What follows belongs to an exercise in optimizing a design on an open flow for small area, a short achievable clock period and few clock cycles per item; a production flow would make more cautious choices.
Only simulation tests tie the RTL to the original design; equivalence was not proved.
Power and IR drop assume default switching activity.

==> flow/design.v <==
`timescale 1ns / 1ps
`default_nettype none
package mps_pkg;
  localparam int SAMPLE_BITS = 16;
  localparam int POOLED_W    = SAMPLE_BITS - 1;
  localparam int COL_W       = 8;
  localparam int CHAN_W      = 10;
  localparam int IN_DATA_W   = 16;
  localparam int OUT_DATA_W  = 48;
  localparam int CFG_IDX_W   = 2;
  localparam int CFG_DATA_W  = 11;
  localparam int MEM_DEPTH   = 128;
  localparam int MEM_AW      = 7;
endpackage
`default_nettype wire
`timescale 1ns / 1ps
`default_nettype none
import mps_pkg::*;
module max_pool_stream (
  input  wire logic                           clk,
  input  wire logic                           rst_n,
  input  wire logic                           in_tvalid,
  output logic                                in_tready,
  input  wire logic [mps_pkg::IN_DATA_W-1:0]  in_tdata,
  output logic                                out_tvalid,
  input  wire logic                           out_tready,
  output logic [mps_pkg::OUT_DATA_W-1:0]      out_tdata,
  output logic                                out_tlast,
  input  wire logic                           cfg_wr_en,
  input  wire logic [mps_pkg::CFG_IDX_W-1:0]  cfg_index,
  input  wire logic [mps_pkg::CFG_DATA_W-1:0] cfg_wr_data
);
  function automatic logic gt15(input logic [14:0] a, input logic [14:0] b);
    logic [15:0] g, e;
    g = {1'b0, a & ~b};
    e = {1'b1, ~(a ^ b)};
    for (int i = 1; i < 16; i += 2) begin
      g[i] = g[i] | (e[i] & g[i-1]);
      e[i] = e[i] & e[i-1];
    end
    for (int i = 3; i < 16; i += 4) begin
      g[i] = g[i] | (e[i] & g[i-2]);
      e[i] = e[i] & e[i-2];
    end
    for (int i = 7; i < 16; i += 8) begin
      g[i] = g[i] | (e[i] & g[i-4]);
      e[i] = e[i] & e[i-4];
    end
    gt15 = g[15] | (e[15] & g[7]);
  endfunction
  logic [2:0] pm1;
  logic [7:0] wm1, hm1;
  logic [9:0] cm1;
  logic [8:0] wfull;      
  logic       restart;    
  always_ff @(posedge clk) begin
    if (!rst_n) begin
      pm1 <= 3'd1;
      wm1 <= 8'd27;
      hm1 <= 8'd27;
      cm1 <= 10'd0;
      wfull <= 9'd28;
    end else if (cfg_wr_en) begin
      case (cfg_index)
        2'd0: pm1 <= (cfg_wr_data[3:0] == 4'd0) ? 3'd0 :
                     (cfg_wr_data[3] ? 3'd7 : cfg_wr_data[2:0] - 3'd1);
        2'd1: begin
          wm1   <= (cfg_wr_data[8:0] == 9'd0) ? 8'd0 :
                   (cfg_wr_data[8] ? 8'd255 : cfg_wr_data[7:0] - 8'd1);
          wfull <= (cfg_wr_data[8:0] == 9'd0) ? 9'd1 :
                   (cfg_wr_data[8] ? 9'd256 : cfg_wr_data[8:0]);
        end
        2'd2: hm1 <= (cfg_wr_data[8:0] == 9'd0) ? 8'd0 :
                     (cfg_wr_data[8] ? 8'd255 : cfg_wr_data[7:0] - 8'd1);
        default: cm1 <= (cfg_wr_data[10:0] == 11'd0) ? 10'd0 :
                        (cfg_wr_data[10] ? 10'd1023 : cfg_wr_data[9:0] - 10'd1);
      endcase
    end
  end
  always_ff @(posedge clk) begin
    restart <= !rst_n || cfg_wr_en;
  end
  logic       div_go, div_busy, div_busy_n;
  logic [3:0] div_cnt;
  logic [3:0] div_r;      
  logic [8:0] div_q;      
  logic [4:0] div_t;
  logic       div_ge;
  logic [7:0] nwin;
  logic       div_fin;
  logic [6:0] n;
  logic       one_win, two_win;
  always_ff @(posedge clk) begin
    div_go <= !rst_n || (cfg_wr_en && !cfg_index[1]);
  end
  always_comb begin
    div_t   = {div_r, div_q[8]};
    div_ge  = div_t > {2'd0, pm1};
    nwin    = div_q[7:0];
    div_fin = div_busy && div_cnt == 4'd0;
    if (div_go) div_busy_n = 1'b1;
    else if (div_fin) div_busy_n = 1'b0;
    else div_busy_n = div_busy;
  end
  always_ff @(posedge clk) begin
    div_busy <= div_busy_n;
    if (div_go) begin
      div_r   <= '0;
      div_q   <= wfull;
      div_cnt <= 4'd9;
    end else if (div_busy && div_cnt != 4'd0) begin
      div_r   <= div_ge ? 4'(div_t + ~{2'd0, pm1}) : div_t[3:0];
      div_q   <= {div_q[7:0], div_ge};
      div_cnt <= div_cnt - 4'd1;
    end
    if (div_fin) begin
      one_win <= nwin <= 8'd1;
      two_win <= nwin == 8'd2;
      n       <= (nwin >= 8'd67) ? {1'b1, 6'(nwin[5:0] - 6'd1)}
                                 : {1'b0, 6'(nwin[5:0] - 6'd3)};
    end
  end
  logic p_one, w_fit, h_fit, w_one, h_one, c_one;
  always_comb begin
    p_one = pm1 == 3'd0;
    w_fit = wm1 >= {5'd0, pm1};
    h_fit = hm1 >= {5'd0, pm1};
    w_one = wm1 == 8'd0;
    h_one = hm1 == 8'd0;
    c_one = cm1 == 10'd0;
  end
  logic                skid_v, s1_v, out_v, s1_v_n;
  logic [POOLED_W-1:0] skid_s, s1_s;
  logic                s1_emit, s1_hold, s1_go, s1_free, s1_load, in_fire;
  logic                hold;
  logic [2:0] cw, rw;           
  logic [7:0] colrem, rowrem;   
  logic [7:0] oc, orow;
  logic [9:0] ch;
  logic       col_ok, row_ok;   
  logic       cw0, cwl, rw0, rwl, row_end, chan_end, last_ch, oc0;
  logic [2:0] cw_n, rw_n;
  logic [7:0] colrem_n, rowrem_n, oc_n, orow_n;
  logic [9:0] ch_n;
  logic       col_ok_n, row_ok_n;
  logic       cw0_n, cwl_n, rw0_n, rwl_n, row_end_n, chan_end_n, last_ch_n, oc0_n;
  logic in_win;
  always_comb begin
    in_win    = col_ok && row_ok;
    s1_emit   = s1_v && in_win && cwl && rwl;
    s1_hold   = hold;
    s1_go     = s1_v && !s1_hold && (!s1_emit || !out_v || out_tready);
    s1_free   = !s1_v || s1_go;
    in_fire   = in_tvalid && !skid_v;
    s1_load   = s1_free && (skid_v || in_fire);
    s1_v_n    = !(!rst_n || cfg_wr_en) && (s1_load || (s1_v && !s1_go));
  end
  always_ff @(posedge clk) begin
    if (!rst_n || cfg_wr_en) skid_v <= 1'b0;
    else skid_v <= skid_v ? !s1_free : (in_fire && !s1_free);
    s1_v <= s1_v_n;
  end
  always_comb begin
    cw_n = cw;  cw0_n = cw0;  cwl_n = cwl;
    rw_n = rw;  rw0_n = rw0;  rwl_n = rwl;
    colrem_n = colrem;  row_end_n = row_end;
    rowrem_n = rowrem;  chan_end_n = chan_end;
    oc_n = oc;  oc0_n = oc0;  orow_n = orow;
    ch_n = ch;  last_ch_n = last_ch;
    col_ok_n = col_ok;  row_ok_n = row_ok;
    if (restart) begin
      cw_n = 3'd0;  cw0_n = 1'b1;  cwl_n = p_one;
      rw_n = 3'd0;  rw0_n = 1'b1;  rwl_n = p_one;
      colrem_n = wm1;  row_end_n = w_one;
      rowrem_n = hm1;  chan_end_n = h_one;
      oc_n = 8'd0;  oc0_n = 1'b1;  orow_n = 8'd0;
      ch_n = 10'd0;  last_ch_n = c_one;
      col_ok_n = w_fit;  row_ok_n = h_fit;
    end else if (s1_go) begin
      if (row_end) begin
        cw_n = 3'd0;  cw0_n = 1'b1;  cwl_n = p_one;
        colrem_n = wm1;  row_end_n = w_one;
        oc_n = 8'd0;  oc0_n = 1'b1;
        col_ok_n = w_fit;
        if (chan_end) begin
          rw_n = 3'd0;  rw0_n = 1'b1;  rwl_n = p_one;
          rowrem_n = hm1;  chan_end_n = h_one;
          orow_n = 8'd0;
          row_ok_n = h_fit;
          ch_n = last_ch ? 10'd0 : ch + 10'd1;
          last_ch_n = last_ch ? c_one : (ch + 10'd1 == cm1);
        end else begin
          rowrem_n = rowrem - 8'd1;
          chan_end_n = rowrem == 8'd1;
          if (rwl) begin
            rw_n = 3'd0;  rw0_n = 1'b1;  rwl_n = p_one;
            orow_n = orow + 8'd1;
            row_ok_n = rowrem > {5'd0, pm1};
          end else begin
            rw_n = rw + 3'd1;  rw0_n = 1'b0;  rwl_n = rw + 3'd1 == pm1;
          end
        end
      end else begin
        colrem_n = colrem - 8'd1;
        row_end_n = colrem == 8'd1;
        if (cwl) begin
          cw_n = 3'd0;  cw0_n = 1'b1;  cwl_n = p_one;
          oc_n = oc + 8'd1;  oc0_n = 1'b0;
          col_ok_n = colrem > {5'd0, pm1};
        end else begin
          cw_n = cw + 3'd1;  cw0_n = 1'b0;  cwl_n = cw + 3'd1 == pm1;
        end
      end
    end
  end
  always_ff @(posedge clk) begin
    cw <= cw_n;  cw0 <= cw0_n;  cwl <= cwl_n;
    rw <= rw_n;  rw0 <= rw0_n;  rwl <= rwl_n;
    colrem <= colrem_n;  row_end <= row_end_n;
    rowrem <= rowrem_n;  chan_end <= chan_end_n;
    oc <= oc_n;  oc0 <= oc0_n;  orow <= orow_n;
    ch <= ch_n;  last_ch <= last_ch_n;
    col_ok <= col_ok_n;  row_ok <= row_ok_n;
  end
  logic [POOLED_W-1:0] acc, acc_nxt, x_in;
  logic [POOLED_W-1:0] x32, x16, x8, xm, x2, x1, xt, mid, tail;
  logic                push, gt_acc, gt_rd, from_acc, from_rd, upd;
  logic                c_acc, c_tail, c_s;
  logic                ci_acc, ci_tail, ci_s, ck_acc, ck_tail, ck_s;
  always_ff @(posedge clk) begin
    hold <= div_busy_n && col_ok_n && row_ok_n && cw0_n && !p_one &&
            !(rw0_n && oc0_n);
    push <= s1_v_n && col_ok_n && row_ok_n && cw0_n &&
            !(div_busy_n && !p_one && !(rw0_n && oc0_n));
  end
  always_comb begin
    from_acc = !cw0 || (!rw0 && one_win);
    from_rd  = cw0 && !rw0 && !one_win;
    upd      = s1_v && in_win && !s1_hold;
    x_in     = skid_v ? skid_s : (in_tdata[15] ? '0 : in_tdata[14:0]);
    ci_acc   = !in_tdata[15] && gt15(in_tdata[14:0], acc);
    ci_tail  = !in_tdata[15] && gt15(in_tdata[14:0], tail);
    ci_s     = !in_tdata[15] && gt15(in_tdata[14:0], s1_s);
    ck_acc   = gt15(skid_s, acc);
    ck_tail  = gt15(skid_s, tail);
    ck_s     = gt15(skid_s, s1_s);
    c_acc    = skid_v ? ck_acc  : ci_acc;
    c_tail   = skid_v ? ck_tail : ci_tail;
    c_s      = skid_v ? ck_s    : ci_s;
  end
  always_ff @(posedge clk) begin
    if (in_fire && !s1_free)
      skid_s <= in_tdata[15] ? '0 : in_tdata[14:0];
    if (s1_load) begin
      s1_s  <= x_in;
      gt_rd <= c_tail;
      if (!upd) gt_acc <= c_acc;
      else if (from_acc) gt_acc <= c_acc && c_s;
      else if (from_rd) gt_acc <= c_tail && c_s;
      else gt_acc <= c_s;
    end
  end
  always_comb begin
    if (from_acc) acc_nxt = gt_acc ? s1_s : acc;
    else if (from_rd) acc_nxt = gt_rd ? s1_s : tail;
    else acc_nxt = s1_s;
  end
  always_ff @(posedge clk) begin
    if (upd) acc <= acc_nxt;
  end
  logic [POOLED_W-1:0] seg62 [62];
  logic [POOLED_W-1:0] seg32 [32];
  logic [POOLED_W-1:0] seg16 [16];
  logic [POOLED_W-1:0] seg8  [8];
  logic [POOLED_W-1:0] seg4  [4];
  logic [POOLED_W-1:0] seg2  [2];
  logic [POOLED_W-1:0] seg1;
  always_comb begin
    x32 = n[6] ? seg62[61] : acc;
    x16 = n[5] ? seg32[31] : x32;
    x8  = n[4] ? seg16[15] : x16;
    xm  = n[3] ? seg8[7]   : x8;
    x2  = n[2] ? seg4[3]   : mid;
    x1  = n[1] ? seg2[1]   : x2;
    xt  = n[0] ? seg1      : x1;
  end
  always_ff @(posedge clk) begin
    if (push) begin
      seg62[0] <= acc;
      for (int i = 1; i < 62; i++) seg62[i] <= seg62[i-1];
      seg32[0] <= x32;
      for (int i = 1; i < 32; i++) seg32[i] <= seg32[i-1];
      seg16[0] <= x16;
      for (int i = 1; i < 16; i++) seg16[i] <= seg16[i-1];
      seg8[0] <= x8;
      for (int i = 1; i < 8; i++) seg8[i] <= seg8[i-1];
      mid     <= xm;
      seg4[0] <= mid;
      for (int i = 1; i < 4; i++) seg4[i] <= seg4[i-1];
      seg2[0] <= x2;
      seg2[1] <= seg2[0];
      seg1    <= x1;
      tail    <= two_win ? acc : xt;
    end
  end
  logic [POOLED_W-1:0] out_p, od_p;
  logic [7:0]          out_c, out_r, od_c, od_r;
  logic [9:0]          out_ch, od_ch;
  logic                out_l, od_l, out_l_n, out_ld, ov, rdy;
  always_comb begin
    out_ld  = s1_emit && (!out_v || out_tready);
    out_l_n = last_ch && (colrem <= {5'd0, pm1}) && (rowrem <= {5'd0, pm1});
  end
  always_ff @(posedge clk) begin
    if (!rst_n) out_v <= 1'b0;
    else if (out_ld) out_v <= 1'b1;
    else if (out_tready) out_v <= 1'b0;
  end
  always_ff @(posedge clk) begin
    if (!rst_n) ov <= 1'b0;
    else if (s1_emit && (!ov || out_tready)) ov <= 1'b1;
    else if (out_tready) ov <= 1'b0;
  end
  always_ff @(posedge clk) begin
    if (!rst_n || cfg_wr_en) rdy <= 1'b1;
    else if (!rdy) rdy <= s1_free;
    else rdy <= !(in_tvalid && !s1_free);
  end
  always_ff @(posedge clk) begin
    if (out_ld) begin
      out_p  <= acc_nxt;
      out_c  <= oc;
      out_r  <= orow;
      out_ch <= ch;
      out_l  <= out_l_n;
    end
  end
  always_ff @(posedge clk) begin
    if (!rst_n) begin
      od_p  <= '0;
      od_c  <= '0;
      od_r  <= '0;
      od_ch <= '0;
      od_l  <= 1'b0;
    end else begin
      od_p  <= out_ld ? acc_nxt : out_p;
      od_c  <= out_ld ? oc      : out_c;
      od_r  <= out_ld ? orow    : out_r;
      od_ch <= out_ld ? ch      : out_ch;
      od_l  <= out_ld ? out_l_n : out_l;
    end
  end
  assign in_tready  = rdy;
  assign out_tvalid = ov;
  assign out_tdata  = {7'd0, od_ch, od_r, od_c, od_p};
  assign out_tlast  = od_l;
endmodule
`default_nettype wire
==> flow/run.sh <==
#!/bin/bash
# synth_recipe.tcl (not shown) runs the flow's synth.tcl, then flattens the netlist and writes it again
# the make line also repeats each setting of config.mk as NAME=value (left out here)
make -C /OpenROAD-flow-scripts/flow DESIGN_CONFIG=/design/flow/config.mk WORK_HOME=/design/flow/orfs CLKGATE_MAP_FILE= SYNTH_SCRIPT=/design/flow/synth_recipe.tcl finish
==> flow/config.mk <==
export PLATFORM = sky130hd
export DESIGN_NAME = max_pool_stream
export DESIGN_NICKNAME = max_pool_stream
export VERILOG_FILES = /design/flow/design.v
export SDC_FILE = /design/flow/constraint.sdc
export NUM_CORES = 4
export LEC_CHECK = 0
export CAP_MARGIN = 20
export CORE_ASPECT_RATIO = 0.5
export CORE_MARGIN = 2
export CORE_UTILIZATION = 65
export CTS_CLUSTER_DIAMETER = 100
export CTS_CLUSTER_SIZE = 24
export PLACE_DENSITY = 0.75
export SETUP_SLACK_MARGIN = 3.2
export SLEW_MARGIN = 20
==> flow/constraint.sdc <==
create_clock -name core_clock -period 5.5 [get_ports {clk}]
set_input_delay 1.1000 -clock core_clock [delete_from_list [all_inputs] [get_ports {clk}]]
set_output_delay 1.1000 -clock core_clock [all_outputs]
set_load 0.01 [all_outputs]
==> results of run 1 <==
-- cell usage after synthesis (6+ instances only) --
master                     number
sky130_fd_sc_hd__dfxtp_1      177
sky130_fd_sc_hd__edfxtp_1    1991
sky130_fd_sc_hd__nand3_1       33
sky130_fd_sc_hd__a221o_1       15
sky130_fd_sc_hd__clkbuf_1      46
sky130_fd_sc_hd__mux2i_1       19
sky130_fd_sc_hd__o21ai_0      107
sky130_fd_sc_hd__nand3b_1      12
sky130_fd_sc_hd__a21oi_1       65
sky130_fd_sc_hd__xor2_1        31
sky130_fd_sc_hd__ha_1         113
sky130_fd_sc_hd__a211oi_1      10
sky130_fd_sc_hd__o211a_1        9
sky130_fd_sc_hd__mux2_2       137
sky130_fd_sc_hd__nand2_1      140
sky130_fd_sc_hd__nor3_1        34
sky130_fd_sc_hd__or3_1          6
sky130_fd_sc_hd__nand4b_1       8
sky130_fd_sc_hd__buf_1          7
sky130_fd_sc_hd__buf_4          9
sky130_fd_sc_hd__nor2_1        75
sky130_fd_sc_hd__a21boi_0      20
sky130_fd_sc_hd__xnor2_1       29
sky130_fd_sc_hd__nand4_1       17
sky130_fd_sc_hd__o211ai_1      12
sky130_fd_sc_hd__and2_1        45
sky130_fd_sc_hd__inv_1         70
sky130_fd_sc_hd__a21o_1        17
sky130_fd_sc_hd__buf_2         12
sky130_fd_sc_hd__nand2b_1      11
sky130_fd_sc_hd__and3_1         7
sky130_fd_sc_hd__nor4_1        10
sky130_fd_sc_hd__nor3b_1        9
sky130_fd_sc_hd__nor2b_1       23
-- power groups by stage --
stage | clock network, uW | registers (uW) | logic (uW)
after floorplan | 0 | 19600 | 450
after global placement | 0 | 19200 | 902
after detailed placement | 0 | 19200 | 944
after CTS | 8300 | 18900 | 999
after global routing | 8780 | 18900 | 1140
final | 8050 | 18900 | 1030
-- worst register-to-register path: cells and delay by family, from the launching register on --
family | cells | cell delay (ns)
AO/OA/AOI/OAI | 6 | 1.24
AND/OR/NAND/NOR | 1 | 0.10
adder cells (fa/ha/maj) | 1 | 0.27
flip-flops | 1 | 0.52
-- cell families (layout without fill, tap and decap cells) --
group | count (synthesis) | in the layout
other cells | 1 | 10
flops | 2168 | 2168
buf+inv | 147 | 356
compound gates | 287 | 287
simple gates | 448 | 450
mux | 156 | 156
fa+ha+maj | 115 | 115
xor+xnor | 60 | 60
-- per-stage QoR --
| step | instances | utilization [%] |
|---|---|---|
| floorplan | 3388 | - |
| detailed placement | 4873 | 67.8 |
| global placement | 4872 | 67.8 |
| finish | 5054 | 71.1 |
| CTS | 5035 | 70.8 |
| global route | 5054 | 71.1 |
-- placed cells by master (no fill, tap or decap), drive strengths merged, types with 23 or more instances in the layout --
master / n
a21oi: 66
xor2: 31
ha: 113
edfxtp: 1991
dfxtp: 177
clkbuf: 127
inv: 72
nor2b: 23
mux2: 137
nor2: 76
and2: 46
xnor2: 29
nand2: 141
nand3: 34
nor3: 34
buf: 121
o21ai: 108
-- sequential cells by signal, indices dropped and copies added (netlist names), 9 cells and up --
signal	cells
tail	15
div_q	9
od_ch	10
out_p	15
od_p	15
ch	10
acc	15
skid_s	15
seg32	480
seg2	30
s1_s	15
wfull	9
mid	15
cm1	10
out_ch	10
seg62	930
seg4	60
seg1	15
seg8	120
seg16	240
-- layout make-up --
type | count | area [um^2] | area share (%)
Sequential cell | 2168 | 63400 | 81.3
Multi-Input combinational cell | 1075 | 8240 | 10.6
Clock buffer | 127 | 2630 | 3.36
Tap cell | 1452 | 1820 | 2.33
Timing Repair Buffer | 153 | 1580 | 2.02
Inverter | 71 | 274 | 0.351
Clock inverter | 5 | 80.1 | 0.103
Antenna cell | 3 | 7.51 | 0.00962
-- how the worst max path moves through the flow --
stage	endpoint	slack, ns	depth (start not counted)
3_5_place_dp	skid_s[13]$_DFFE_PP_	1.71	5
3_3_place_gp	gt_acc$_DFFE_PP_	1.74	9
4_1_cts	out_tdata[4]	3.11	1
2_1_floorplan	mid[0]$_DFFE_PP_	-8.32	0
5_1_grt	gt_acc$_DFFE_PP_	3.04	9
6_report	gt_acc$_DFFE_PP_	3.15	8
-- layer usage --
layer,wire [um],track usage [%]
met4,2300,5.10
met3,7420,2.95
met1,55600,33.5
met5,0,0
met2,52600,30.8
-- timing repair --
action,4_1_cts,5_1_grt
hold buffers,0,0
pin swaps,24,14
gates cloned,2,1
gates resized for setup,340,51
buffers inserted,28,15
endpoints found under the setup margin,461,154
==> summary.txt, run 1 <==
The sequential-to-total area share from yosys stat is 88.3%. Dividing the final minimum period by the clock period gives 42.8%. The number of flops mapped to enable cells by yosys is roughly 2000.

The buffer and inverter count on the worst path came out at 0. The number of buffer cells added on primary ports came out at between 70 and 80. The H-tree generated during clock tree synthesis spans 3 levels. The pre-antenna-repair detailed-routing pass consisted of 5 iterations. The hold slack is 0.402 ns. The clock-pin slew reported for the worst setup and hold paths after clock tree synthesis came out at 0.10 ns. After synthesis, the largest family of logic cells by area is simple AND/OR/NAND/NOR gates. For the worst-skew pair, the clock arrives at the later sink with an insertion delay of 0.73 ns. Tracing the worst setup path back leads to its startpoint at skid_s[9]$_DFFE_PP_. At the placement stage, the worst setup path has a slack of ~1.7 ns.

The worst register-to-register path ends at gt_acc$_DFFE_PP_. The ratio of total power to cell area is between 300 and 400 nW/um^2. The data required time at the worst endpoint came out at roughly 6 ns.

The number of vias per cell after detailed routing is 5.87. The number of cells on the worst reg-to-reg path is 8. Entering global routing, the biggest net connects approximately 220 pins. The first routing iteration left between 3000 and 4000 violations.

The number of violations of the max-capacitance limit came out at 0. During I/O placement, the number of pins put on the boundary was 85. For the worst setup path, the data arrival time is 2.85 ns. The largest individual stage delay along the critical path comes from the cell sky130_fd_sc_hd__edfxtp_1. The worst stage delay on the critical path came out at 0.52 ns. The clock net sink count is approximately 2200. The final setup skew came out at 0.0426 ns. The routability congestion estimate is 0.870. Buffers inserted during clock tree synthesis total 100. The transition time of the tightest slew-check pin is 1.17 ns. The internal power is 22300 uW. The fraction of layout cells with a size suffix above 1 is between 10% and 20%. The count of filler cells inserted in the layout came out at approximately 6300. The startpoint identified for the worst register-to-register timing path is skid_s[9]$_DFFE_PP_.

The worst hold path terminates at seg62[17][1]$_DFFE_PP_. The power spent charging and discharging nets is 5620 uW. The switching portion of total power came out at between 20% and 30%.

The hold violation total from the final report is 0. At the end of the flow, the number of nets in the layout was between 3000 and 4000. The die covers ~110000 um^2. The largest total area in the synthesized netlist belongs to sky130_fd_sc_hd__edfxtp_1. The endpoint class of the critical path is a register. Compared with the post-synthesis result, the final layout area differs by 8.76%. The detailed-route wire length is approximately 120000 um.

The sequential share of power came out at about two thirds. The design draws roughly 28000 uW. The floorplan die width came out at about 470 um. Of the total power, combinational logic draws 3.7%. The tree is rooted in a sky130_fd_sc_hd__clkbuf_16. Grouping stages by cell kind, the critical path spends the most delay in compound AO/OA/AOI/OAI gates. The setup TNS after final layout is 0 ns. The synthesized netlist devotes 2.52% of its cell area to compound gates.

The number of storage elements in the synthesis netlist is 2168. The worst min-delay path class is reg2reg. The effective utilization at floorplan came out at between 60% and 70%. The worst hold path begins at seg62[16][1]$_DFFE_PP_.

The total placed instance area is roughly 74000 um^2. The post-synthesis share of cell area spent on full adders, half adders and majority gates is between 2 and 2.5%. The detail-routed net length per standard cell is between 20 and 25 um.

The via count of the first global-routing pass came out at approximately 28000. The worst slew margin relative to its limit is a little over a fifth. The number of antenna violations at the first check in global routing came out at 13. The startpoint-to-endpoint class of the critical path is reg2reg.

The final routed DRC violation total came out at 0. The synthesized netlist contains 68 unique library cells. The number of pins with negative max-slew slack in the final report came out at 0. Among all flip-flop cells after synthesis, the most frequent one is sky130_fd_sc_hd__edfxtp_1.

The largest fanout on the critical path is 3. The fraction of power consumed by the clock network came out at ~29%. The count of warnings emitted by yosys came out at 7. The most used cell along the critical path is sky130_fd_sc_hd__a21o_1. The mean instance size in the synthesized netlist is approximately 21 um^2. Setup violations remaining at the end of the flow were counted as 0. The peak ir drop on the vdd network is about 0.25 mV. The worst hold path cell count came out at 0.

The detail route stage leaves a number of antenna-violating nets equal to 0. Setup repair after global routing could not meet its margin everywhere. The slack of the critical path is around 3.1 ns. After synthesis, the share of cell area in mux cells is around 2.4%. After legalization and detailed placement, the total HPWL measured 65000 um. The overall fraction of global-route tracks in use is 20.9%. The leakage component of the power came out at ~0.025 uW.

After synthesis, the cell types taking the most area are sky130_fd_sc_hd__edfxtp_1 (83%), sky130_fd_sc_hd__dfxtp_1 (4.9%), sky130_fd_sc_hd__mux2_2 (2.2%). The clock period minus worst slack came out at 2.35 ns. The worst setup path is launched from a register. The run finished with no timing, DRC or antenna violations. For this run, the top clock speed supported by timing is 0.425 GHz. The simple-gate portion of the synthesized area is 3.18%. Synthesis handed over a netlist of 3382 instances. The cell area after layout is between 70000 and 80000 um^2. The CTS tree is yes. The area share of xor/xnor cells in the synthesized design came out at less than 1%.

The setup check on the worst reg-to-reg path leaves a slack of ~3.1 ns. Row generation in the floorplan step produced 86 rows. The fraction of post-synthesis cell area in the top cell type by area is 83.3%. For this run the aggregate overflow at the end of global routing stands at 0. The wire length of the first global-routing pass is ~170000 um. The clock passes through at most 3 buffers. The area of the placeable core is between 100000 and 150000 um^2. For this run, asynchronously set or reset flops after synthesis account for 0%. The critical path goes through ha_4, a21o_1, a21o_1, a2111oi_2, o311ai_1, a21oi_1, nor3_1, a31o_1. In this run the cell area of the synthesized design comes to about 72000 um^2. The via total after detailed routing is 29653.

Measured along the y axis, the die boundary spans between 200 and 250 um.
Testbench counts, summed over its fixed seeds: cycles 177,681, samples 176,956.
==> run 2, diff against run 1 <==
--- a/flow/design.v
+++ b/flow/design.v
@@ -105,9 +105,13 @@
   always_ff @(posedge clk) begin
     div_busy <= div_busy_n;
     if (div_go) begin
-      div_r   <= '0;
-      div_q   <= wfull;
-      div_cnt <= 4'd9;
+      div_r <= '0;
+      case (pm1)
+        3'd1:    begin div_q <= {1'b0, wfull[8:1]};   div_cnt <= 4'd0; end
+        3'd3:    begin div_q <= {2'b0, wfull[8:2]};   div_cnt <= 4'd0; end
+        3'd7:    begin div_q <= {3'b0, wfull[8:3]};   div_cnt <= 4'd0; end
+        default: begin div_q <= wfull;                div_cnt <= 4'd9; end
+      endcase
     end else if (div_busy && div_cnt != 4'd0) begin
       div_r   <= div_ge ? 4'(div_t + ~{2'd0, pm1}) : div_t[3:0];
       div_q   <= {div_q[7:0], div_ge};
==> summary.txt, run 2 <==
The setup TNS after final layout is 0 ns (unchanged). The mean instance size in the synthesized netlist came out at 21.1 um^2 (-0.58%). The number of standard-cell rows in the floorplan is 86 (unchanged).

The number of buffer cells added on primary ports came out at 77 (unchanged). The largest buffer count on any clock path came to 3 (unchanged). The detail-routed net length per standard cell is 24.4 um (+4.5%). The CTS H-tree depth came out at 3 (unchanged). The half-perimeter wire length after detailed placement was 68100 um (+4.7%). The fraction of post-synthesis cell area in the top cell type by area came to 83.3% (about the same). The final clock period utilization by the worst path came to 44.3% (+1.5 points).

The flow ran to the end and the layout has no timing, DRC or antenna violations. The share of synthesized area spent on multiplexers is 2.45% (+0.039 points). The count of warnings emitted by yosys came out at 7 (unchanged). The sequential-to-total area share from yosys stat came out at 88.1% (-0.15 points). The fraction of power consumed by the clock network is 28.4% (-0.4 points). The hold buffer count at cts came out at 0 (unchanged). The number of iterations in the first detailed-routing pass is 6 (+1). The internal power is 22800 uW (+2.3%). The switching portion of total power was 21.6% (+1.5 points).

The number of antenna violations at the first check in global routing is 5 (-8). The insertion delay to the later sink of the worst-skew pair is 0.75 ns (+0.02 ns). The peak ir drop on the vdd network is 0.294 mV (+18%). The fraction of synthesis flops using an asynchronous set or reset pin came out at 0% (unchanged).

The final routed DRC violation total is 0 (unchanged). The worst slew margin relative to its limit is 23.7% (+1.9 points). The hold slack is 0.395 ns (-0.00715 ns).

The hold violation total from the final report came out at 0 (unchanged). The count of nets after finishing came out at 3764 (+1.2%). Counting flops per register, the top entry is seg62. The wire length of the first global-routing pass is 185000 um (+5.9%). The effective utilization at floorplan came out at 65.5% (+0.092 points). Setup repair after global routing could not meet its margin everywhere. The count of unique library cells instantiated by Yosys came out at 77 (+13%). The number of storage elements in the synthesis netlist was 2168 (unchanged). The number of design-rule violations left by the first detailed-router iteration came to 3247 (+1.7%). Leaving out fill and tap cells, the most frequent cell in the layout is sky130_fd_sc_hd__edfxtp_1. The combined area of all synthesized cells came out at 71900 um^2 (+0.24%). The leakage component of the power came out at 0.0256 uW (+2.3%). The final setup skew was 0.0510 ns (+0.00848 ns). The fmax came out at 0.411 GHz (-3.3%). The most used flip-flop cell after synthesis is sky130_fd_sc_hd__edfxtp_1. By area, the combinational part of the netlist is dominated by simple AND/OR/NAND/NOR gates. The maximum number of pins on one net before global-route repair is 206 (-4.2%).

The total of endpoints with negative setup slack in the final report is 0 (unchanged). The sequential share of power came out at 65.7% (-1.8 points). The I/O pin count came to 85 (unchanged). The area of the placeable core is 110000 um^2 (about the same). The area growth from synthesis to layout came out at 9.13%.

In the final layout, the registers with the most flip-flops are seg62 (930), seg32 (480), seg16 (240). The data required time at the worst endpoint came out at 5.96 ns (-0.04 ns). The transition time of the tightest slew-check pin came out at 1.14 ns (-0.0281 ns). Counting instances in the post-synthesis netlist gives the leading cell types as sky130_fd_sc_hd__edfxtp_1 (1995), sky130_fd_sc_hd__dfxtp_1 (173), sky130_fd_sc_hd__mux2_2 (139). The area share of xor/xnor cells in the synthesized design was 0.706% (-0.026 points). The largest fanout on the critical path was 4 (+1). The startpoint-to-endpoint class of the critical path is in2reg. The number of violations of the max-capacitance limit was 0 (unchanged). The synthesized instance count came out at 3410 (+0.83%).

The overall fraction of global-route tracks in use came to 22.2% (+1.3 points). The flip-flop count of the largest register after layout came out at 930 (unchanged). The number of flops mapped to enable cells by yosys is 1995 (+0.20%). The compound-gate portion of the synthesized area came to 2.71% (+0.19 points). Of all cell types, the one taking the most synthesized area is sky130_fd_sc_hd__edfxtp_1. The number of vias per cell after detailed routing came to 5.89 (+0.30%). Clock tree synthesis selected as its root buffer the cell sky130_fd_sc_hd__clkbuf_16.

The number of buffers added by the clock tree synthesis step is 100 (unchanged). The ratio of total power to cell area is 371 nW/um^2 (+3.6%). The arrival time of the worst setup path was 2.89 ns (+0.04 ns). The endpoint class of the critical path is a register. The remaining global-route overflow is 0 (unchanged). The clock period minus worst slack came to 2.43 ns (+0.0798 ns). The floorplan die height came out at 239 um (+0.12%). The clock-pin slew reported for the worst setup and hold paths after clock tree synthesis came out at 0.10 ns (about the same).

The floorplan die width was 474 um (+0.12%). The clock net sink count came out at 2168 (unchanged). The routability congestion estimate is 0.851 (-2.2%).

The fraction of layout cells with a size suffix above 1 came out at 14.3% (+0.50 points). The via count of the first global-routing pass came out at 29048 (+2.0%). The via total after detailed routing came to 30320 (+2.2%). After synthesis, the cell types taking the most area are sky130_fd_sc_hd__edfxtp_1 (83%), sky130_fd_sc_hd__dfxtp_1 (4.8%), sky130_fd_sc_hd__mux2_2 (2.2%).

The combinational group share of total power is 5.9% (+2.2 points). TritonCTS built the clock tree. The number of pins with negative max-slew slack in the final report was 0 (unchanged). The power spent charging and discharging nets was 6270 uW (+12%). The full die area is 113000 um^2 (+0.24%). The worst min-delay path class is reg2reg. The worst setup path is launched from an input pin. The detailed-route wire length came out at 126000 um (+6.5%).

The cell with the most instances after synthesis is sky130_fd_sc_hd__edfxtp_1. The post-synthesis share of cell area spent on full adders, half adders and majority gates came out at 2.02% (-0.0048 points). Leaving out fill and tap cells, the most frequent cells in the layout are sky130_fd_sc_hd__edfxtp_1 (1995), sky130_fd_sc_hd__mux2_2 (139), sky130_fd_sc_hd__dfxtp_1 (126). The simple-gate portion of the synthesized area is 3.10% (-0.072 points). The number of nets with antenna violations after detailed routing came out at 0 (unchanged).
[run 2: layer usage]
metal  track usage (%)  part of all wire [%]  vias to the layer above
li1                  -                     -                    13525
met1              34.9                    46                    15637
met2              33.5                    46                     1013
met3              3.40                   6.2                      145
met4              4.83                   1.9                        0
met5                 0                     0                        -
[run 2: layout make-up]
cell class                      instances  area [um^2]
Inverter                               82          339
Fill cell                            6236        31400
Antenna cell                            2         5.00
Sequential cell                      2168        63400
Timing Repair Buffer                  173         1810
Tap cell                             1496         1870
Clock inverter                          6          104
Clock buffer                          135         2680
Multi-Input combinational cell       1090         8240
[run 2: cell families after synthesis]
family / Yosys count
AO/OA/AOI/OAI: 309
XOR/XNOR: 58
adder cells (fa/ha/maj): 115
buffers and inverters: 158
flip-flops: 2168
multiplexers: 159
other: 1
AND/OR/NAND/NOR: 442
[run 2: final timing paths]
check | startpoint | to | slack [ns] | cells after the start
max | in_tdata[3] | gt_acc$_DFFE_PP_ | 3.07 | 8
min | seg8[4][9]$_DFFE_PP_ | seg8[5][9]$_DFFE_PP_ | 0.40 | 0
max reg2reg | acc[4]$_DFFE_PP_ | gt_acc$_DFFE_PP_ | 3.07 | 8
min reg2reg | seg8[4][9]$_DFFE_PP_ | seg8[5][9]$_DFFE_PP_ | 0.40 | 0
[run 2: power groups by stage]
stage	logic, uW	clock network [uW]	registers, uW
finish	1720	8270	19100
global route	1870	8990	19200
CTS	1660	8510	19100
detailed placement	1500	0	19500
global placement	1450	0	19500
floorplan	933	0	19700
[run 2: per-stage QoR]
stage	worst slack (ns)	instance area [um^2]	power, uW	util (%)	instances
after floorplan	-8.32	71900	20700	-	3416
after global placement	1.44	74800	20900	68.1	4954
after detailed placement	1.48	74800	21000	68.1	4954
after CTS	3.06	78000	29300	71.0	5115
after global routing	3.01	78500	30000	71.4	5150
final	3.07	78500	29100	71.4	5152
[run 2: critical path: stages]
cell and delay, ns:
sky130_fd_sc_hd__clkdlybuf4s15_1 0.26, sky130_fd_sc_hd__ha_1 0.34, sky130_fd_sc_hd__nand2_2 0.08, sky130_fd_sc_hd__a21oi_2 0.03, sky130_fd_sc_hd__a211o_1 0.24, sky130_fd_sc_hd__a2111o_1 0.40
sky130_fd_sc_hd__a2111oi_4 0.36, sky130_fd_sc_hd__a311oi_1 0.08
[run 2: timing repair]
item,in CTS,in global routing
setup endpoints to repair,938,269
gates resized for setup,351,62
pin swaps,15,12
cloned,0,1
buffers inserted,20,33
Testbench counts of run 2, summed over its fixed seeds: cycles 177,457, samples 176,956.
==> run 3, diff against run 2 <==
--- a/flow/design.v
+++ b/flow/design.v
@@ -229,6 +229,7 @@
   logic [POOLED_W-1:0] acc, acc_nxt, x_in;
   logic [POOLED_W-1:0] x32, x16, x8, xm, x2, x1, xt, mid, tail;
   logic                push, gt_acc, gt_rd, from_acc, from_rd, upd;
+  logic                k_acc, k_s, k_upd, k_fa, k_fr;
   logic                c_acc, c_tail, c_s;
   logic                ci_acc, ci_tail, ci_s, ck_acc, ck_tail, ck_s;
   always_ff @(posedge clk) begin
@@ -258,13 +259,20 @@
     if (s1_load) begin
       s1_s  <= x_in;
       gt_rd <= c_tail;
-      if (!upd) gt_acc <= c_acc;
-      else if (from_acc) gt_acc <= c_acc && c_s;
-      else if (from_rd) gt_acc <= c_tail && c_s;
-      else gt_acc <= c_s;
+      k_acc <= c_acc;
+      k_s   <= c_s;
+      k_upd <= upd;
+      k_fa  <= from_acc;
+      k_fr  <= from_rd;
     end
   end
   always_comb begin
+    if (!k_upd) gt_acc = k_acc;
+    else if (k_fa) gt_acc = k_acc && k_s;
+    else if (k_fr) gt_acc = gt_rd && k_s;
+    else gt_acc = k_s;
+  end
+  always_comb begin
     if (from_acc) acc_nxt = gt_acc ? s1_s : acc;
     else if (from_rd) acc_nxt = gt_rd ? s1_s : tail;
     else acc_nxt = s1_s;
==> summary.txt, run 3 <==
The mean instance size in the synthesized netlist came out at 20.5 um^2 (-2.7%). The ratio of total power to cell area came out at 373 nW/um^2 (+0.49%). The number of pins with negative max-slew slack in the final report came out at 0 (unchanged).

The worst slew margin relative to its limit is 20.7% (-3.1 points). The maximum number of pins on one net before global-route repair is 200 (-2.9%). The total placed instance area is 75100 um^2 (+0.39%). In this run the critical register-to-register path is launched from n[6]$_DFFE_PP_. The largest buffer count on any clock path is 3 (unchanged). The flip-flop count of the largest register after layout came out at 930 (unchanged).

The worst hold path terminates at seg62[12][13]$_DFFE_PP_. The clock period minus worst slack came to 2.34 ns (-0.0909 ns). The clock-pin slew reported for the worst setup and hold paths after clock tree synthesis came out at 0.09 ns (about the same).

The detail-routed net length per standard cell is 24.2 um (-0.77%). The path depth of the worst reg2reg path came out at 6 (-2). The number of standard-cell rows in the floorplan came out at 86 (unchanged). The hold violation total from the final report is 0 (unchanged). The largest fanout on the critical path came out at 1 (-3). The sequential-to-total area share from yosys stat was 87.8% (-0.31 points).

The routed wire length on met2 is 58200 um (+1.2%). The I/O pin count came out at 85 (unchanged). The count of warnings emitted by yosys came out at 7 (unchanged). Setup repair after global routing could not meet its margin everywhere. The insertion delay to the later sink of the worst-skew pair is 0.76 ns (about the same). Traced cell by cell, the critical path runs through buf_6. In the layout the commonest cells are sky130_fd_sc_hd__edfxtp_1 (1999), sky130_fd_sc_hd__nand2_1 (219), sky130_fd_sc_hd__dfxtp_1 (125). The final routed DRC violation total came to 0 (unchanged). The worst setup path is launched from a register.

The number of design-rule violations left by the first detailed-router iteration came to 3637 (+12%). The via count of the first global-routing pass came out at 29948 (+3.1%). The met1 wire length is 58000 um (about the same). The combined area of all synthesized cells came out at 72300 um^2 (+0.54%). The top metal layer carrying routed signals is met4. The number of flops mapped to enable cells by yosys came to 1999 (+0.20%).

The fraction of post-synthesis cell area in the top cell type by area came out at 83.0% (-0.29 points). The remaining global-route overflow is 0 (unchanged). The number of buffer cells added on primary ports was 77 (unchanged). The largest registers in the layout are seg62 (930), seg32 (480), seg16 (240).

The hold buffer count at cts is 0 (unchanged). The fraction of layout cells with a size suffix above 1 is 12.5% (-1.8 points). The number of violations of the max-capacitance limit came to 0 (unchanged). The floorplan die height was 240 um (+0.27%). The cell with the most instances after synthesis is sky130_fd_sc_hd__edfxtp_1. Sorting the synthesized cells by area gives the leading types as sky130_fd_sc_hd__edfxtp_1 (83%), sky130_fd_sc_hd__dfxtp_1 (4.8%), sky130_fd_sc_hd__ha_1 (1.9%). The number of storage elements in the synthesis netlist is 2172 (+0.18%). The number of buffers added by the clock tree synthesis step came out at 100 (unchanged). In this run the critical register-to-register path is captured at mid[14]$_DFFE_PP_. The CTS root buffer is sky130_fd_sc_hd__clkbuf_16.

STA classifies the critical path endpoint as an output pin. The transition time of the tightest slew-check pin was 1.19 ns (+0.0460 ns). By startpoint and endpoint, the worst setup path is classified as reg2out. The count of unique library cells instantiated by Yosys came out at 71 (-7.8%). The number of vias per cell after detailed routing came out at 5.89 (about the same).

The synthesized instance count is 3524 (+3.3%). The total of endpoints with negative setup slack in the final report came out at 0 (unchanged). The number of nets with antenna violations after detailed routing came to 0 (unchanged). The largest total area in the synthesized netlist belongs to sky130_fd_sc_hd__edfxtp_1.

The run finished with no timing, DRC or antenna violations. The worst hold path belongs to the class reg2reg. The full die area is 114000 um^2 (+0.54%). The clock net sink count was 2172 (+0.18%). The final clock period utilization by the worst path is 42.6% (-1.7 points). The fmax came out at 0.427 GHz (+3.9%). The number of cells on the critical path came to 1 (-7). The register ranked first by flip-flop count is seg62. The half-perimeter wire length after detailed placement came out at 67900 um (-0.27%). The count of filler cells inserted in the layout came out at 6325 (+1.4%). In the synthesized netlist the dominant register cell turns out to be sky130_fd_sc_hd__edfxtp_1. In this run the most critical hold path is launched from seg62[11][13]$_DFFE_PP_. The number of antenna violations at the first check in global routing is 8 (+3).

The floorplan die width is 476 um (+0.27%). TritonCTS built the clock tree. In the synthesized netlist, the cells that appear most often are sky130_fd_sc_hd__edfxtp_1 (1999), sky130_fd_sc_hd__nand2_1 (219), sky130_fd_sc_hd__dfxtp_1 (173). The count of nets after finishing came to 3852 (+2.3%). The worst stage delay on the critical path came out at 0.38 ns (-0.02 ns).

The fraction of synthesis flops using an asynchronous set or reset pin is 0% (unchanged). The CTS H-tree depth came to 3 (unchanged). The arrival time of the worst setup path came out at 1.24 ns (-1.65 ns).

The overall fraction of global-route tracks in use came out at 22.3% (+0.15 points). The met3 layer wire length in the routed design is 7950 um (+1.5%). The area of the placeable core came out at 110000 um^2 (+0.29%).

Relative to the synthesized area, the layout overhead comes to 8.83%. The buffer and inverter count on the worst path came to 1 (unchanged). The number of iterations in the first detailed-routing pass came to 7 (+1). The effective utilization at floorplan is 65.6% (+0.16 points). The setup TNS after final layout came out at 0 ns (unchanged).

The via total after detailed routing is 30799 (+1.6%). The setup slack of the worst register-to-register path is 3.22 ns (+0.15 ns). The data required time at the worst endpoint came to 4.40 ns (-1.56 ns). The worst hold path cell count is 0 (unchanged).

The slowest stage of the critical path belongs to the cell sky130_fd_sc_hd__dfxtp_4. The leakage component of the power is 0.0252 uW (-1.4%). The routability congestion estimate is 0.832 (-2.2%). In this design, the largest share of critical-path delay is due to flip-flops.

The peak ir drop on the vdd network came out at 0.313 mV (+6.8%). The library cell used most frequently in the layout, excluding fill and tap cells, is sky130_fd_sc_hd__edfxtp_1. The final setup skew came out at 0.0459 ns (-0.00509 ns). The cell area after layout is 78700 um^2 (+0.27%). The total power is 29300 uW (+0.76%).

The wire length of the first global-routing pass came to 187000 um (+1.5%). The detailed-route wire length came out at 127000 um (+0.75%).
run 3: power by group:
part	switching, uW	internal (uW)	leakage [uW]
Combinational	1200	773	0.00482
Clock	4800	3390	0.00132
Sequential	399	18800	0.0191
Total	6410	22900	0.0252
run 3: area by class of cell:
type | instances | area (um^2) | area share, %
clock buffer | 125 | 2620 | 3.33
clock inverter | 6 | 119 | 0.151
multi-input combinational | 1196 | 8580 | 10.9
timing repair buffer | 156 | 1610 | 2.04
antenna | 2 | 5.00 | 0.00636
sequential | 2172 | 63600 | 80.8
inverter | 78 | 320 | 0.407
tap | 1496 | 1870 | 2.38
run 3: logic make-up after synthesis:
family | after synthesis | share of synthesized area (%)
AO/OA/AOI/OAI | 341 | 3.01
XOR/XNOR | 56 | 0.678
adder cells (fa/ha/maj) | 114 | 1.99
buffers and inverters | 165 | 0.926
flip-flops | 2172 | 87.8
multiplexers | 123 | 1.87
other | 1 | 0.00519
AND/OR/NAND/NOR | 552 | 3.72
run 3: worst max-delay path by stage:
stage	from	end	slack, ns
after CTS	od_p[3]$_SDFF_PN0_	out_tdata[3]	3.10
after global placement	out_tready	push$_DFF_P_	1.94
final	od_l$_SDFF_PN0_	out_tlast	3.16
after global routing	od_l$_SDFF_PN0_	out_tlast	3.11
after detailed placement	out_tready	od_c[2]$_SDFF_PN0_	1.90
after floorplan	push$_DFF_P_	mid[0]$_DFFE_PP_	-8.32
run 3: timing repair:
item,CTS,global route
pin swaps,5,10
endpoints found under the setup margin,662,96
cloned,1,2
setup buffers,20,22
hold endpoints to repair,0,0
resized for setup,365,60
run 3: stage by stage:
| stage | util, % | hold slack (ns) | instances | setup WS [ns] |
|---|---|---|---|---|
| final | 71.4 | 0.402 | 5231 | 3.16 |
| after global routing | 71.4 | 0.406 | 5229 | 3.11 |
| after CTS | 71.1 | 0.403 | 5205 | 3.10 |
| after detailed placement | 68.1 | 0.405 | 5053 | 1.90 |
| after global placement | 68.1 | 0.400 | 5053 | 1.94 |
| after floorplan | - | 0.400 | 3530 | -8.32 |
run 3: per-layer routing:
metal  track usage (%)  up-vias
met3              3.23      163
met4              4.94        0
met2              33.9     1035
li1                  -    13789
met1              35.0    15812
met5                 0        -
Testbench counts of run 3, summed over its fixed seeds: cycles 177,457, samples 176,956.
==> run 4, diff against run 3 <==
--- a/flow/config.mk
+++ b/flow/config.mk
@@ -14,3 +14,4 @@
 export PLACE_DENSITY = 0.75
 export SETUP_SLACK_MARGIN = 3.2
 export SLEW_MARGIN = 20
+export TNS_END_PERCENT = 10
==> summary.txt, run 4 <==
The path depth of the worst reg2reg path is 6 (unchanged). The detailed-route wire length is 126000 um (-0.63%). The via total after detailed routing came out at 30645 (-0.50%).

The flip-flop count of the largest register after layout came out at 930 (unchanged). In the synthesized netlist the dominant register cell turns out to be sky130_fd_sc_hd__edfxtp_1. The synthesized instance count came out at 3524 (unchanged). The final clock period utilization by the worst path is 44.1% (+1.5 points).

STA classifies the critical path endpoint as an output pin. The worst slew margin relative to its limit came out at 19.5% (-1.2 points). The setup TNS after final layout is 0 ns (unchanged). The setup slack of the worst register-to-register path is 3.10 ns (-0.12 ns). The number of buffers added by the clock tree synthesis step came to 100 (unchanged). The clock-pin slew reported for the worst setup and hold paths after clock tree synthesis came to 0.09 ns (about the same).

The worst hold path cell count is 0 (unchanged). The clock net sink count came to 2172 (unchanged). The floorplan die width came out at 476 um (unchanged). Leaving out fill and tap cells, the most frequent cell in the layout is sky130_fd_sc_hd__edfxtp_1. The number of pins with negative max-slew slack in the final report is 0 (unchanged).

The number of buffer cells added on primary ports came out at 77 (unchanged). The arrival time of the worst setup path is 1.32 ns (+0.08 ns). The register ranked first by flip-flop count is seg62. The worst hold path begins at seg62[11][13]$_DFFE_PP_. The combined area of all synthesized cells came out at 72300 um^2 (unchanged). The placed instance count came out at 5053 (unchanged). The number of iterations in the first detailed-routing pass was 5 (-2). The top metal layer carrying routed signals is met4. The number of design-rule violations left by the first detailed-router iteration came out at 3534 (-2.8%). The transition time of the tightest slew-check pin is 1.21 ns (+0.0176 ns). Among all stages on the critical path, the largest delay is contributed by sky130_fd_sc_hd__dfxtp_1.

The fraction of synthesis flops using an asynchronous set or reset pin was 0% (unchanged). The effective utilization at floorplan came to 65.6% (unchanged). Among all cell types in the netlist, the one instantiated most often is sky130_fd_sc_hd__edfxtp_1. TritonCTS built the clock tree. The worst register-to-register path ends at od_p[10]$_SDFF_PN0_.

The combinational group share of total power was 6.6% (about the same). The fraction of power consumed by the clock network came out at 28.0% (about the same). By startpoint and endpoint, the worst setup path is classified as reg2out. The slack of the critical path came out at 3.08 ns (-0.0804 ns). The fmax is 0.413 GHz (-3.3%).

The met1 wire length is 57900 um (about the same). The number of nets with antenna violations after detailed routing is 0 (unchanged). The I/O pin count is 85 (unchanged). The number of violations of the max-capacitance limit came to 0 (unchanged). The family with the most delay on the worst path is flip-flops.

The largest fanout on the critical path was 1 (unchanged). The worst min-delay path class is reg2reg. The count of warnings emitted by yosys came out at 7 (unchanged). In the layout the commonest cells are sky130_fd_sc_hd__edfxtp_1 (1999), sky130_fd_sc_hd__nand2_1 (219), sky130_fd_sc_hd__dfxtp_1 (131). The leakage component of the power came out at 0.0253 uW (+0.12%). The ratio of total power to cell area came out at 373 nW/um^2 (about the same).

The cell area after layout came out at 78500 um^2 (-0.22%). The final routed DRC violation total came to 0 (unchanged). The routability congestion estimate came out at 0.832 (unchanged). The floorplan die height was 240 um (unchanged).

The remaining global-route overflow is 0 (unchanged). The count of nets after finishing came out at 3839 (-0.34%). STA classifies the critical path startpoint as a register. The full die area came out at 114000 um^2 (unchanged). The buffer and inverter count on the worst path came out at 1 (unchanged). The number of antenna violations at the first check in global routing came out at 7 (-1). The number of vias per cell after detailed routing is 5.87 (-0.23%). The total placed instance area is 75100 um^2 (unchanged).

The worst register-to-register path begins at gt_rd$_DFFE_PP_. The half-perimeter wire length after detailed placement was 67900 um (unchanged). The power spent charging and discharging nets was 6380 uW (-0.46%). The overall fraction of global-route tracks in use came out at 22.1% (-0.18 points). The internal power came out at 22900 uW (-0.14%). The largest buffer count on any clock path was 3 (unchanged).

The end point of the most critical hold path is seg62[12][13]$_DFFE_PP_. The largest registers in the layout are seg62 (930), seg32 (480), seg16 (240). The peak ir drop on the vdd network is 0.313 mV (-0.27%). The hold violation total from the final report is 0 (unchanged). The count of unique library cells instantiated by Yosys came out at 71 (unchanged).

The commonest cells after synthesis are sky130_fd_sc_hd__edfxtp_1 (1999), sky130_fd_sc_hd__nand2_1 (219), sky130_fd_sc_hd__dfxtp_1 (173). The sequential-to-total area share from yosys stat is 87.8% (unchanged). The CTS H-tree depth came to 3 (unchanged). The sequential share of power is 65.5% (+0.2 points). Setup repair after global routing could not meet its margin everywhere. The hold slack came out at 0.404 ns (+0.00154 ns). The switching portion of total power came out at 21.8% (-0.055 points). The detail-routed net length per standard cell is 24.1 um (-0.37%).

The data required time at the worst endpoint came out at 4.40 ns (about the same). The wire length of the first global-routing pass is 186000 um (-0.64%). The number of flops mapped to enable cells by yosys is 1999 (unchanged). In this run the worst setup path begins at od_ch[4]$_SDFF_PN0_. The total of endpoints with negative setup slack in the final report came out at 0 (unchanged). The number of standard-cell rows in the floorplan is 86 (unchanged). The worst stage delay on the critical path is 0.31 ns (-0.07 ns). The area growth from synthesis to layout is 8.59%. The insertion delay to the later sink of the worst-skew pair is 0.75 ns (about the same). The fraction of layout cells with a size suffix above 1 came out at 11.5% (-0.95 points). The routed wire length on met2 came out at 57600 um (-0.95%). The final non-filler cell total came out at 5217 (-0.27%). The clock period minus worst slack came to 2.42 ns (+0.0804 ns). The run finished with no timing, DRC or antenna violations. The post-place setup slack was 1.90 ns (unchanged). The root buffer cell chosen for the clock tree is sky130_fd_sc_hd__clkbuf_16. Of all cell types, the one taking the most synthesized area is sky130_fd_sc_hd__edfxtp_1. The number of storage elements in the synthesis netlist is 2172 (unchanged).

The maximum number of pins on one net before global-route repair is 200 (unchanged). The fraction of post-synthesis cell area in the top cell type by area is 83.0% (unchanged). The area of the placeable core came out at 110000 um^2 (unchanged). The met3 layer wire length in the routed design is 7750 um (-2.5%). The final setup skew is 0.0355 ns (-0.0105 ns).

The mean instance size in the synthesized netlist came out at 20.5 um^2 (unchanged). Sorting the synthesized cells by area gives the leading types as sky130_fd_sc_hd__edfxtp_1 (83%), sky130_fd_sc_hd__dfxtp_1 (4.8%), sky130_fd_sc_hd__ha_1 (1.9%). Traced cell by cell, the critical path runs through dlygate4sd2_1. The via count of the first global-routing pass is 29875 (-0.24%).

The count of filler cells inserted in the layout is 6344 (+0.30%).
run 4: power by group through the flow:
stage	Combinational (uW)	Clock (uW)	Sequential (uW)
2_1_floorplan	1060	0	19800
3_3_place_gp	1660	0	19500
3_5_place_dp	1730	0	19500
4_1_cts	1890	8420	19200
5_1_grt	2090	8920	19200
6_report	1920	8180	19200
run 4: what timing repair did:
item,4_1_cts,5_1_grt
endpoints found under the setup margin,662,1243
pin swaps,3,7
hold buffers,0,0
resized for setup,301,75
gates cloned,0,3
setup buffers,16,13
run 4: worst max-delay path by stage:
stage,depth (start not counted),end
2_1_floorplan,0,mid[0]$_DFFE_PP_
3_3_place_gp,8,push$_DFF_P_
3_5_place_dp,5,od_c[2]$_SDFF_PN0_
4_1_cts,7,k_acc$_DFFE_PP_
5_1_grt,1,out_tdata[35]
6_report,1,out_tdata[35]
run 4: stage by stage:
stage	util (%)	power, uW
after floorplan	-	20800
after global routing	71.3	30200
after CTS	70.9	29500
after detailed placement	68.1	21300
final	71.3	29300
after global placement	68.1	21100
run 4: cell type report:
class | instances | area (um^2) | share of cell area [%]
antenna | 1 | 2.50 | 0.00319
clock buffer | 125 | 2620 | 3.33
clock inverter | 6 | 119 | 0.151
inverter | 78 | 318 | 0.405
multi-input combinational | 1196 | 8500 | 10.8
sequential | 2172 | 63600 | 80.9
tap | 1496 | 1870 | 2.38
timing repair buffer | 143 | 1530 | 1.95
run 4: routing by layer:
layer	track usage, %	vias up
li1	-	13764
met1	34.8	15718
met2	33.6	997
met3	3.20	166
met4	5.01	0
met5	0	-
run 4: cells by family (layout without fill, tap and decap cells):
group                      Yosys count  after routing  synth area share [%]
adders and majority gates          114            114                  1.99
xor gates and xnor gates            56             56                 0.678
and+or+nand+nor                    552            555                  3.72
other                                1              8               0.00519
DFF                               2172           2172                  87.8
AOI/OAI and AO/OA                  341            341                  3.01
muxes                              123            123                  1.87
buffers and inverters              165            352                 0.926
==> run 5, diff against run 4 <==
--- a/flow/config.mk
+++ b/flow/config.mk
@@ -12,6 +12,5 @@
 export CTS_CLUSTER_DIAMETER = 100
 export CTS_CLUSTER_SIZE = 24
 export PLACE_DENSITY = 0.75
-export SETUP_SLACK_MARGIN = 3.2
+export SETUP_SLACK_MARGIN = 3.35
 export SLEW_MARGIN = 20
-export TNS_END_PERCENT = 10
==> summary.txt, run 5 <==
The run finished with no timing, DRC or antenna violations. The final setup skew is 0.0419 ns (+0.00647 ns). The floorplan die width is 476 um (unchanged). The hold buffer count at cts came out at 0 (unchanged). The number of vias per cell after detailed routing came out at 5.89 (+0.28%). The number of buffers added by the clock tree synthesis step is 100 (unchanged). The flip-flop count of the largest register after layout is 930 (unchanged). The remaining global-route overflow came out at 0 (unchanged). The number of storage elements in the synthesis netlist came out at 2172 (unchanged). The arrival time of the worst setup path came out at 1.25 ns (-0.07 ns). The hold violation total from the final report came out at 0 (unchanged).

The number of buffer cells added on primary ports came out at 77 (unchanged). The insertion delay to the later sink of the worst-skew pair is 0.75 ns (about the same). The number of antenna violations at the first check in global routing is 9 (+2). The synthesized instance count is 3524 (unchanged).

The largest registers in the layout are seg62 (930), seg32 (480), seg16 (240). The via total after detailed routing is 31050 (+1.3%). Counting flops per register, the top entry is seg62. The ratio of total power to cell area came to 371 nW/um^2 (-0.33%). The kind of start point of the critical path is a register. The fraction of layout cells with a size suffix above 1 is 14.3% (+2.7 points).

The number of pins with negative max-slew slack in the final report is 0 (unchanged). The mean instance size in the synthesized netlist came out at 20.5 um^2 (unchanged). The most area-hungry cell type in the Yosys netlist is sky130_fd_sc_hd__edfxtp_1. By area the synthesized netlist is led by sky130_fd_sc_hd__edfxtp_1 (83%), sky130_fd_sc_hd__dfxtp_1 (4.8%), sky130_fd_sc_hd__ha_1 (1.9%). The peak ir drop on the vdd network came out at 0.313 mV (+0.17%). The startpoint-to-endpoint class of the critical path is reg2out. The family with the most delay on the worst path is flip-flops. The data required time at the worst endpoint came out at 4.40 ns (about the same). The fraction of synthesis flops using an asynchronous set or reset pin is 0% (unchanged). The number of nets with antenna violations after detailed routing is 0 (unchanged). The overall fraction of global-route tracks in use is 22.4% (+0.27 points). The full die area came out at 114000 um^2 (unchanged). The clock period minus worst slack came out at 2.35 ns (-0.0777 ns). The number of iterations in the first detailed-routing pass came out at 6 (+1). The top metal layer carrying routed signals is met4. The via count of the first global-routing pass is 30152 (+0.93%).

The count of nets after finishing came out at 3890 (+1.3%). The min-delay analysis places its worst path in the category reg2reg. The routed wire length on met2 was 58800 um (+2.2%). The number of violations of the max-capacitance limit came out at 0 (unchanged). The worst slew margin relative to its limit came out at 20.9% (+1.4 points). Leaving out fill and tap cells, the most frequent cell in the layout is sky130_fd_sc_hd__edfxtp_1. The final non-filler cell total is 5271 (+1.0%). The total of endpoints with negative setup slack in the final report is 0 (unchanged). The I/O pin count is 85 (unchanged). Sorting the synthesized cells by how often they occur yields sky130_fd_sc_hd__edfxtp_1 (1999), sky130_fd_sc_hd__nand2_1 (219), sky130_fd_sc_hd__dfxtp_1 (173). The wire length of the first global-routing pass came out at 188000 um (+1.2%).

In the synthesized netlist the dominant register cell turns out to be sky130_fd_sc_hd__edfxtp_1. The cell with the most instances after synthesis is sky130_fd_sc_hd__edfxtp_1. The CTS H-tree depth is 3 (unchanged). The met1 wire length is 58700 um (+1.3%). The number of standard-cell rows in the floorplan was 86 (unchanged).

The combined area of all synthesized cells came out at 72300 um^2 (unchanged). The fraction of post-synthesis cell area in the top cell type by area came to 83.0% (unchanged). The largest buffer count on any clock path is 3 (unchanged). The hold slack came out at 0.403 ns (-0.000890 ns). Setup repair after global routing could not meet its margin everywhere. The detailed-route wire length came out at 128000 um (+2.0%). The half-perimeter wire length after detailed placement came out at 67900 um (unchanged). The fmax is 0.426 GHz (+3.3%). CTS placed an instance of sky130_fd_sc_hd__clkbuf_16 at the clock tree root. The number of design-rule violations left by the first detailed-router iteration came out at 3567 (+0.93%). The met3 layer wire length in the routed design came out at 8280 um (+6.8%). The area growth from synthesis to layout is 9.61%. The buffer and inverter count on the worst path is 1 (unchanged). The final clock period utilization by the worst path is 42.6% (-1.4 points). The clock net sink count came out at 2172 (unchanged). The routability congestion estimate is 0.832 (unchanged). Walking the worst path, the cells encountered are buf_6.

The count of warnings emitted by yosys came out at 7 (unchanged). The slowest stage of the critical path is the sky130_fd_sc_hd__dfxtp_4 cell. The count of unique library cells instantiated by Yosys was 71 (unchanged). The CTS tree is yes. The effective utilization at floorplan came out at 65.6% (unchanged). The floorplan die height came out at 240 um (unchanged). The placed instance count came to 5053 (unchanged). The maximum number of pins on one net before global-route repair came out at 200 (unchanged). The endpoint class of the critical path is an output pin. The detail-routed net length per standard cell came to 24.3 um (+0.99%).

The worst stage delay on the critical path is 0.39 ns (+0.08 ns). The clock-pin slew reported for the worst setup and hold paths after clock tree synthesis came out at 0.09 ns (about the same). The largest fanout on the critical path came out at 1 (unchanged). The leakage component of the power is 0.0254 uW (+0.73%).

The number of flops mapped to enable cells by yosys is 1999 (unchanged). The setup TNS after final layout is 0 ns (unchanged). The count of filler cells inserted in the layout came out at 6291 (-0.84%). The final routed DRC violation total came out at 0 (unchanged). The area of the placeable core is 110000 um^2 (unchanged). The transition time of the tightest slew-check pin came out at 1.19 ns (-0.0210 ns). In the layout the commonest cells are sky130_fd_sc_hd__edfxtp_1 (1999), sky130_fd_sc_hd__nand2_1 (215), sky130_fd_sc_hd__dfxtp_1 (124). The sequential-to-total area share from yosys stat came to 87.8% (unchanged).
==> run 5: cell counts after synthesis <==
Identical to the previous run, type by type.
==> run 5: power breakdown <==
group / switching [uW] / total [uW] / internal (uW)
combinational: 1270 / 2110 / 842
sequential: 377 / 19100 / 18800
clock: 4810 / 8200 / 3390
==> run 5: final cells by class <==
| class | count | area, um^2 | area share [%] |
|---|---|---|---|
| repair inverters | 1 | 6.26 | 0.00789 |
| inverters | 78 | 320 | 0.404 |
| flip-flops and latches | 2172 | 63600 | 80.2 |
| well taps | 1496 | 1870 | 2.36 |
| diodes | 4 | 10.0 | 0.0126 |
| multi-input cells | 1196 | 8810 | 11.1 |
| clock inverters | 6 | 119 | 0.150 |
| clock buffers | 125 | 2620 | 3.30 |
| repair buffers | 193 | 1920 | 2.43 |
==> run 5: timing repair <==
item | in CTS | in global routing
endpoints found under the setup margin | 1563 | 505
buffers inserted | 41 | 37
gates cloned | 4 | 1
gates resized for setup | 425 | 82
pin swaps | 18 | 31
==> run 5: final timing paths <==
| check | from | to | slack (ns) | depth (start not counted) |
|---|---|---|---|---|
| setup / recovery | od_l$_SDFF_PN0_ | out_tlast | 3.15 | 1 |
| hold / removal | seg62[11][13]$_DFFE_PP_ | seg62[12][13]$_DFFE_PP_ | 0.40 | 0 |
| setup reg to reg | skid_s[5]$_DFFE_PP_ | k_acc$_DFFE_PP_ | 3.30 | 6 |
| hold reg to reg | seg62[11][13]$_DFFE_PP_ | seg62[12][13]$_DFFE_PP_ | 0.40 | 0 |
==> run 5: cell families (layout without fill, tap and decap cells) <==
kind of cell	Yosys count	in the layout	share of synthesized area, %
AOI/OAI and AO/OA	341	341	3.01
muxes	123	123	1.87
DFF	2172	2172	87.8
other	1	11	0.00519
adders and majority gates	114	114	1.99
and+or+nand+nor	552	555	3.72
buffers and inverters	165	403	0.926
xor gates and xnor gates	56	56	0.678
==> run 5: metrics by stage <==
step / total power, uW / cell area (um^2) / util [%] / worst slack [ns]
final: 29400 / 79300 / 71.9 / 3.15
after global routing: 30400 / 79300 / 71.9 / 3.11
after CTS: 29500 / 78600 / 71.3 / 3.10
after detailed placement: 21300 / 75100 / 68.1 / 1.90
after global placement: 21100 / 75100 / 68.1 / 1.94
after floorplan: 20800 / 72300 / - / -8.32
==> run 5: worst register-to-register path: cells and delay by family (launching register included) <==
family	cells	cell delay, ns
AO/OA/AOI/OAI	5	1.07
flip-flops	1	0.53
adder cells (fa/ha/maj)	1	0.37
==> run 5: per-layer routing <==
metal | vias to the layer above | track usage [%]
met5 | - | 0
met1 | 15942 | 34.9
met3 | 161 | 3.46
met2 | 1078 | 34.2
li1 | 13869 | -
met4 | 0 | 5.02

## separate check: timing with driven ports
In the flow no input, the clock included, has a driving cell. The finished layouts below were timed again as built, in two steps.
Step 1: set_driving_cell puts a clkbuf_16 on clk and a buf_2 on each other input, an assumption about the parent block.
Step 2 also shifts input and output timing later by t, the mid clock arrival at the registers, as if the neighbouring blocks saw the same clock.
Three values: ideal ports, drivers, drivers and shift; two values: the first two.
run | t, ns | setup WS [ns] | worst data-port slew with drivers (ns)
run 1 | 0.786 | 3.146 / 3.102 / 2.371 | 0.11
run 2 | 0.808 | 3.066 / 3.064 / 2.309 | 0.07
run 3 | 0.816 | 3.157 / 3.074 / 2.439 | 0.14
run 4 | 0.810 | 3.077 / 2.996 / 2.369 | 0.12
run 5 | 0.813 | 3.154 / 3.073 / 2.509 | 0.14
After both steps every run listed still meets setup and hold. For run 1, which loses most, drivers alone change the setup slack by -0.044 ns; drivers and shift together by -0.775 ns.
